This design comes from an exercise in tuning for small area, a short achievable clock period and few clock cycles per item on the open sky130 flow, not from production work.
Function was checked by simulation only, so behaviour that the tests miss may differ from the original.

<file path="design/flow/config.mk">
export PLATFORM = sky130hd
export DESIGN_NAME = table_factor_log10
export DESIGN_NICKNAME = table_factor_log10
export VERILOG_FILES = /design/flow/design.v
export SDC_FILE = /design/flow/constraint.sdc
export NUM_CORES = 4
export LEC_CHECK = 0
export CAP_MARGIN = 20
export CORE_MARGIN = 2
export CORE_UTILIZATION = 40
export SLEW_MARGIN = 20
</file>
<file path="design/flow/design.v">
package tfl_pkg;
	localparam int FACTOR_STAGES_DEF = 6;
	localparam int TABLE_LEN         = 8;
	localparam int STAGE_W           = $clog2(TABLE_LEN);
	localparam int ARG_W  = 64;
	localparam int LOG_W  = 32;
	localparam int C_W    = 36;    
	localparam int SLOG_W = 23;    
	localparam logic [ARG_W-1:0] ONE_Q32 = 64'h0000_0001_0000_0000;
	localparam logic [ARG_W-1:0] TEN_Q32 = 64'h0000_000A_0000_0000;
	localparam logic [LOG_W-1:0] DECADE_STEP = 32'h0100_0000;
	localparam logic [12:0] DIV10_RECIP = 13'd6554;
	localparam logic [11:0] DIV10_CONST = 12'd10;
	typedef enum logic [2:0] {
		ST_IDLE,
		ST_CHK,
		ST_DIV,
		ST_MLO,
		ST_MHI,
		ST_CMP,
		ST_OUT
	} state_t;
	function automatic logic [31:0] stage_factor(input logic [STAGE_W-1:0] idx);
		logic [31:0] f;
		case (idx)
			3'd0:    f = 32'd2147483648;
			3'd1:    f = 32'd1181116006;
			3'd2:    f = 32'd1084479242;
			3'd3:    f = 32'd1074815566;
			3'd4:    f = 32'd1073849198;
			3'd5:    f = 32'd1073752561;
			3'd6:    f = 32'd1073742898;
			default: f = 32'd1073741931;
		endcase
		stage_factor = f;
	endfunction
	function automatic logic [SLOG_W-1:0] stage_log(input logic [STAGE_W-1:0] idx);
		logic [SLOG_W-1:0] l;
		case (idx)
			3'd0:    l = 23'd5050445;
			3'd1:    l = 23'd694454;
			3'd2:    l = 23'd72501;
			3'd3:    l = 23'd7283;
			3'd4:    l = 23'd729;
			3'd5:    l = 23'd73;
			3'd6:    l = 23'd7;
			default: l = 23'd1;
		endcase
		stage_log = l;
	endfunction
endpackage
module tfl_mul (
	input  logic        clk,
	input  logic        en,
	input  logic [31:0] a,
	input  logic [31:0] b,
	output logic [63:0] p
);
	logic [63:0] p_q;
	always_ff @(posedge clk) begin
		if (en) begin
			p_q <= 64'(a) * 64'(b);
		end
	end
	assign p = p_q;
endmodule
module table_factor_log10 #(
	parameter int FACTOR_STAGES = tfl_pkg::FACTOR_STAGES_DEF
) (
	input  logic        clk,
	input  logic        arst_n,
	input  logic        s_axis_tvalid,
	output logic        s_axis_tready,
	input  logic [63:0] s_axis_tdata,    
	output logic        m_axis_tvalid,
	input  logic        m_axis_tready,
	output logic [31:0] m_axis_tdata,    
	output logic        m_axis_tuser     
);
	localparam int STAGE_N = (FACTOR_STAGES > tfl_pkg::TABLE_LEN) ?
		tfl_pkg::TABLE_LEN : FACTOR_STAGES;
	localparam logic [tfl_pkg::STAGE_W-1:0] STAGE_LAST = tfl_pkg::STAGE_W'(STAGE_N - 1);
	tfl_pkg::state_t state_q, state_d;
	logic [tfl_pkg::ARG_W-1:0]   m_q;        
	logic [tfl_pkg::LOG_W-1:0]   acc_q;      
	logic                        zero_q;     
	logic [3:0]                  rem_q;      
	logic [2:0]                  dcnt_q;     
	logic [tfl_pkg::C_W-1:0]     c_q;        
	logic [tfl_pkg::STAGE_W-1:0] stage_q;
	logic [33:0]                 pl_q;       
	logic [31:0] log_q;
	logic        stat_q;
	logic        ovalid_q;
	logic above_ten, below_one;
	assign above_ten = (m_q > tfl_pkg::TEN_Q32);
	assign below_one = (m_q < tfl_pkg::ONE_Q32);
	logic [11:0] dv_t;
	logic [24:0] dv_prod;
	logic [7:0]  dv_q8;
	logic [11:0] dv_rem;
	assign dv_t    = {rem_q, m_q[63:56]};
	assign dv_prod = 25'(dv_t) * 25'(tfl_pkg::DIV10_RECIP);
	assign dv_q8   = dv_prod[23:16];
	assign dv_rem  = dv_t - 12'(12'(dv_q8) * tfl_pkg::DIV10_CONST);
	logic        mul_en;
	logic [31:0] mul_a;
	logic [31:0] factor;
	logic [63:0] mul_p;
	assign factor = tfl_pkg::stage_factor(stage_q);
	assign mul_en = (state_q == tfl_pkg::ST_MLO) || (state_q == tfl_pkg::ST_MHI);
	assign mul_a  = (state_q == tfl_pkg::ST_MLO) ? c_q[31:0] : 32'(c_q[35:32]);
	tfl_mul u_mul (
		.clk (clk),
		.en  (mul_en),
		.a   (mul_a),
		.b   (factor),
		.p   (mul_p)
	);
	logic [37:0] trial;
	logic        trial_ok;
	assign trial    = 38'({mul_p[35:0], 2'b00}) + 38'(pl_q);
	assign trial_ok = (64'(trial) <= m_q);
	logic out_free;
	assign out_free = !ovalid_q || m_axis_tready;
	always_comb begin
		state_d = state_q;
		case (state_q)
			tfl_pkg::ST_IDLE: begin
				if (s_axis_tvalid) begin
					state_d = (s_axis_tdata == '0) ? tfl_pkg::ST_OUT : tfl_pkg::ST_CHK;
				end
			end
			tfl_pkg::ST_CHK: begin
				if (above_ten) begin
					state_d = tfl_pkg::ST_DIV;
				end else if (!below_one) begin
					state_d = tfl_pkg::ST_MLO;
				end
			end
			tfl_pkg::ST_DIV: begin
				if (dcnt_q == 3'd7) begin
					state_d = tfl_pkg::ST_CHK;
				end
			end
			tfl_pkg::ST_MLO: state_d = tfl_pkg::ST_MHI;
			tfl_pkg::ST_MHI: state_d = tfl_pkg::ST_CMP;
			tfl_pkg::ST_CMP: begin
				if (trial_ok || stage_q != STAGE_LAST) begin
					state_d = tfl_pkg::ST_MLO;
				end else begin
					state_d = tfl_pkg::ST_OUT;
				end
			end
			tfl_pkg::ST_OUT: begin
				if (out_free) begin
					state_d = tfl_pkg::ST_IDLE;
				end
			end
			default: state_d = tfl_pkg::ST_IDLE;
		endcase
	end
	always_ff @(posedge clk or negedge arst_n) begin
		if (!arst_n) begin
			state_q <= tfl_pkg::ST_IDLE;
		end else begin
			state_q <= state_d;
		end
	end
	always_ff @(posedge clk) begin
		case (state_q)
			tfl_pkg::ST_IDLE: begin
				m_q    <= s_axis_tdata;
				acc_q  <= '0;
				zero_q <= (s_axis_tdata == '0);
			end
			tfl_pkg::ST_CHK: begin
				if (above_ten) begin
					rem_q  <= '0;
					dcnt_q <= '0;
					acc_q  <= acc_q + tfl_pkg::DECADE_STEP;
				end else if (below_one) begin
					m_q   <= (m_q << 3) + (m_q << 1);
					acc_q <= acc_q - tfl_pkg::DECADE_STEP;
				end else begin
					c_q     <= tfl_pkg::C_W'(tfl_pkg::ONE_Q32);
					stage_q <= '0;
				end
			end
			tfl_pkg::ST_DIV: begin
				m_q    <= {m_q[55:0], dv_q8};
				rem_q  <= dv_rem[3:0];
				dcnt_q <= dcnt_q + 3'd1;
			end
			tfl_pkg::ST_MHI: begin
				pl_q <= mul_p[63:30];
			end
			tfl_pkg::ST_CMP: begin
				if (trial_ok) begin
					c_q   <= trial[tfl_pkg::C_W-1:0];
					acc_q <= acc_q + 32'(tfl_pkg::stage_log(stage_q));
				end else begin
					stage_q <= stage_q + 1'b1;
				end
			end
			default: begin
			end
		endcase
	end
	always_ff @(posedge clk or negedge arst_n) begin
		if (!arst_n) begin
			ovalid_q <= 1'b0;
		end else if (state_q == tfl_pkg::ST_OUT && out_free) begin
			ovalid_q <= 1'b1;
		end else if (m_axis_tready) begin
			ovalid_q <= 1'b0;
		end
	end
	always_ff @(posedge clk) begin
		if (state_q == tfl_pkg::ST_OUT && out_free) begin
			log_q  <= zero_q ? '0 : acc_q;
			stat_q <= zero_q;
		end
	end
	assign s_axis_tready = (state_q == tfl_pkg::ST_IDLE);
	assign m_axis_tvalid = ovalid_q;
	assign m_axis_tdata  = log_q;
	assign m_axis_tuser  = stat_q;
endmodule
</file>
<file path="design/flow/constraint.sdc">
create_clock -name core_clock -period 12.0 [get_ports {clk}]
set_input_delay 2.4000 -clock core_clock [delete_from_list [all_inputs] [get_ports {clk}]]
set_output_delay 2.4000 -clock core_clock [all_outputs]
set_load 0.01 [all_outputs]
</file>
<file path="design/flow/run.sh">
#!/bin/bash
# synth_recipe.tcl (not shown) runs the flow's synth.tcl, then flattens the netlist and writes it again
# the make line also repeats each setting of config.mk as NAME=value (left out here)
make -C /OpenROAD-flow-scripts/flow DESIGN_CONFIG=/design/flow/config.mk WORK_HOME=/design/flow/orfs CLKGATE_MAP_FILE= SYNTH_SCRIPT=/design/flow/synth_recipe.tcl finish
</file>
==> run summary <==
## cell type report
cell class / instances / share of cell area (%)
timing repair buffer: 161 / 2.74
sequential: 278 / 15.5
tap: 1637 / 3.82
antenna: 4 / 0.0187
inverter: 1083 / 7.58
clock buffer: 36 / 1.64
clock inverter: 26 / 0.776
multi-input combinational: 3733 / 67.9
## sequential cells by signal (all words and copies together), names as in the netlist, 3 cells and up
register	cells
c_q	36
stage_q	3
rem_q	4
acc_q	32
dcnt_q	3
u_mul.p_q	64
state_q	3
m_q	64
pl_q	34
log_q	32
## synth_stat cells, types with 6 or more instances
cell type	instances	area (um^2)
mux2i_1	8	80.1
a21oi_1	222	1110
a31o_2	6	52.6
o21a_1	21	158
edfxtp_1	274	8230
xnor2_1	118	1030
a31oi_1	23	144
or2_2	12	75.1
ha_1	629	7870
nand2_1	482	1810
fa_1	778	15600
o21ai_0	146	731
nor2b_1	67	419
and3_1	43	269
nand2b_1	19	119
and2_1	76	475
o31ai_1	9	67.6
nor4_1	32	200
a211o_1	6	52.6
nand4_1	38	238
a21o_1	118	886
a311oi_1	7	61.3
a21boi_0	7	52.6
clkbuf_1	170	638
o211ai_1	6	45.0
nand3_1	50	250
o22ai_1	6	37.5
nor3_1	38	190
or3_1	18	113
o21ai_1	21	105
a211oi_1	18	135
nor2_1	444	1670
a22oi_1	59	443
o21bai_1	34	255
inv_1	1082	4060
xor2_1	78	683
## per-layer routing
| metal | vias up | GRT usage (%) | part of all wire, % |
|---|---|---|---|
| met3 | 211 | 3.81 | 7.0 |
| met5 | - | 0 | 0 |
| met1 | 19000 | 34.5 | 43 |
| met4 | 0 | 6.92 | 3.0 |
| met2 | 1332 | 41.7 | 47 |
| li1 | 17000 | - | - |
## cell families after synthesis
logic type / count (synthesis) / synth area share, %
fa+ha+maj: 1407 / 47.4
simple gates: 1339 / 12.1
buf+inv: 1261 / 9.58
compound gates: 779 / 10.3
flops: 278 / 16.8
xor+xnor: 196 / 3.47
mux: 12 / 0.253
## worst min path at each step
stage,startpoint,to
after floorplan,u_mul.p_q[40],pl_q[10]
after global placement,u_mul.p_q[43],pl_q[13]
after detailed placement,u_mul.p_q[36],pl_q[6]
after CTS,u_mul.p_q[39],pl_q[9]
after global routing,u_mul.p_q[39],pl_q[9]
final,u_mul.p_q[39],pl_q[9]
## metrics by stage
stage	worst slack [ns]	util (%)	hold WS, ns	cells
4_1_cts	1.53	43.6	0.423	6953
6_report	1.38	43.6	0.420	6958
3_3_place_gp	1.76	42.5	0.402	6891
2_1_floorplan	3.01	-	0.400	5272
3_5_place_dp	1.61	42.5	0.408	6891
5_1_grt	1.00	43.6	0.423	6956
==> results.yml <==
grt:
  antenna_found_initial: 2
  grt_pass1_wl_mm: 242
  first_global_vias: 39400
  grt_start_max_net_pins: 65
  grt-ovfl-total: 0
  grt_usage_pct: 25.3
placement:
  port_buffers: 102
  place_congestion: 0.976
  place_hpwl_mm: 132
  placed_cell_area_um2: 52300
critical_path:
  cp-start-kind: "flip-flop"
  cp_data_arrival_time_ns: 10.92
  reg2reg_from: "state_q[2]"
  crit_cells: 28
  critPathMaxStageDelay_ns: 0.85
  reg2reg_depth: 28
  cp_top_family: "adder cells"
  crit_path_end_kind: "flip-flop"
  endpoint: "u_mul.p_q[61]"
  cp_max_fo: 43
  r2r_end: "u_mul.p_q[61]"
  cpMostUsedCell: "fa_1"
  worstSetupPathType: "flip-flop to flip-flop"
  path_buf_inv: 7
  cp.required_ns: 12.30
  critPathSlowestCell: "and3_2"
  startpoint: "state_q[2]"
  r2r_slack_ns: 1.38
clock_network:
  cts_root_buffer: "clkbuf_16"
  cts_tree: "done"
  cts_buffers: 35
  cts_resized: 0
  cts_setup_buffers: 0
  htreeDepth: 2
  cts_sinks: 278
  clock_latency_ns: 0.56
  clk_pin_slew_worst_paths_ns: 0.06
  cts_hold_buf: 0
  clock_path_buffers: 3
die:
  core_area_um2: 123000
  fp.dieArea_um2: 126000
  die_height_um: 356
  io_pins: 103
  initial_core_util_pct: 40.2
  die_w_um: 356
  std_cell_rows: 129
timing:
  fmax_mhz: 94.2
  period_share_pct: 88.5
  period_minus_slack_ns: 10.62
  fin_tns_setup_ns: 0
  hold_viol: 0
  max-slew-margin-rel_pct: 35.2
  maxSlewViolCount: 0
  setup_viol: 0
  skew_ns: 0.0251
  rsz0062_at_grt: "false"
  worst_slew_pin_slew_ns: 0.972
layout:
  drive_above_1_share_pct: 3.55
  ff_latch_area_um2: 8330
  fillers: 12000
  final_common_cell: "inv_1"
  synthToLayoutAreaGrowth_pct: 8.51
  final_cell_mix: "1082 x inv_1, 778 x fa_1, 628 x ha_1, 481 x nand2_1, 441 x nor2_1"
  multi_input_comb_area_um2: 36400
  finalInstanceArea_um2: 53700
  nNetsFinal: 6767
run:
  maxCapViolCount: 0
yosys:
  ys_warn_count: 2
  synth_edf_count: 274
  syn_inst: 5272
  synth_seq_cells: 278
  yosys.cell_types.count: 92
  ys_seq_area_share_pct: 16.8
  async_reset_ff_share_pct: 1.44
  synth-main-ff-cell: "edfxtp_1"
  syn_nets: 6747
  syn_area_um2: 49500
  syn_avg_cell_area_um2: 9.38
drt:
  num_vias: 37600
  drt-pass1-iter-count: 6
  route.detailed.drc: 0
  wl_mm: 158
  wl_per_cell_um: 22.7
  drt_iter0_drc: 3071
  final_antenna_net_count: 0
  via_per_inst: 5.41
min_path:
  hp-class: "flip-flop to flip-flop"
  hold_depth: 0
status:
  status: "timing/DRC/antenna clean"
Testbench counts, summed over its fixed seeds: cycles 206,636, items 1,920.

## what the ideal ports hide
The flow's constraints put no driver on any port. The routed layout listed below was extracted and timed again, unchanged, in two steps. Step 1: set_driving_cell puts a clkbuf_16 on clk and a buf_2 on each other input, an assumption about the parent block. Step 2, shift: input delay + t, output delay - t, t = (earliest + latest rising clock arrival at the registers) / 2. This alone moves slack from input paths to output paths. Slacks: ideal ports / drivers / drivers and shift; pairs: ideal ports / drivers.
t (ns): 0.614
slack for setup (ns): 1.381 / 1.381 / 1.381
worst setup path after step 2: register to register
latest minus earliest clock arrival (ns): 0.025 / 0.026
After both steps this run still meets setup and hold. For this run, drivers alone change the setup slack by 0.000 ns; drivers and shift together by 0.000 ns.
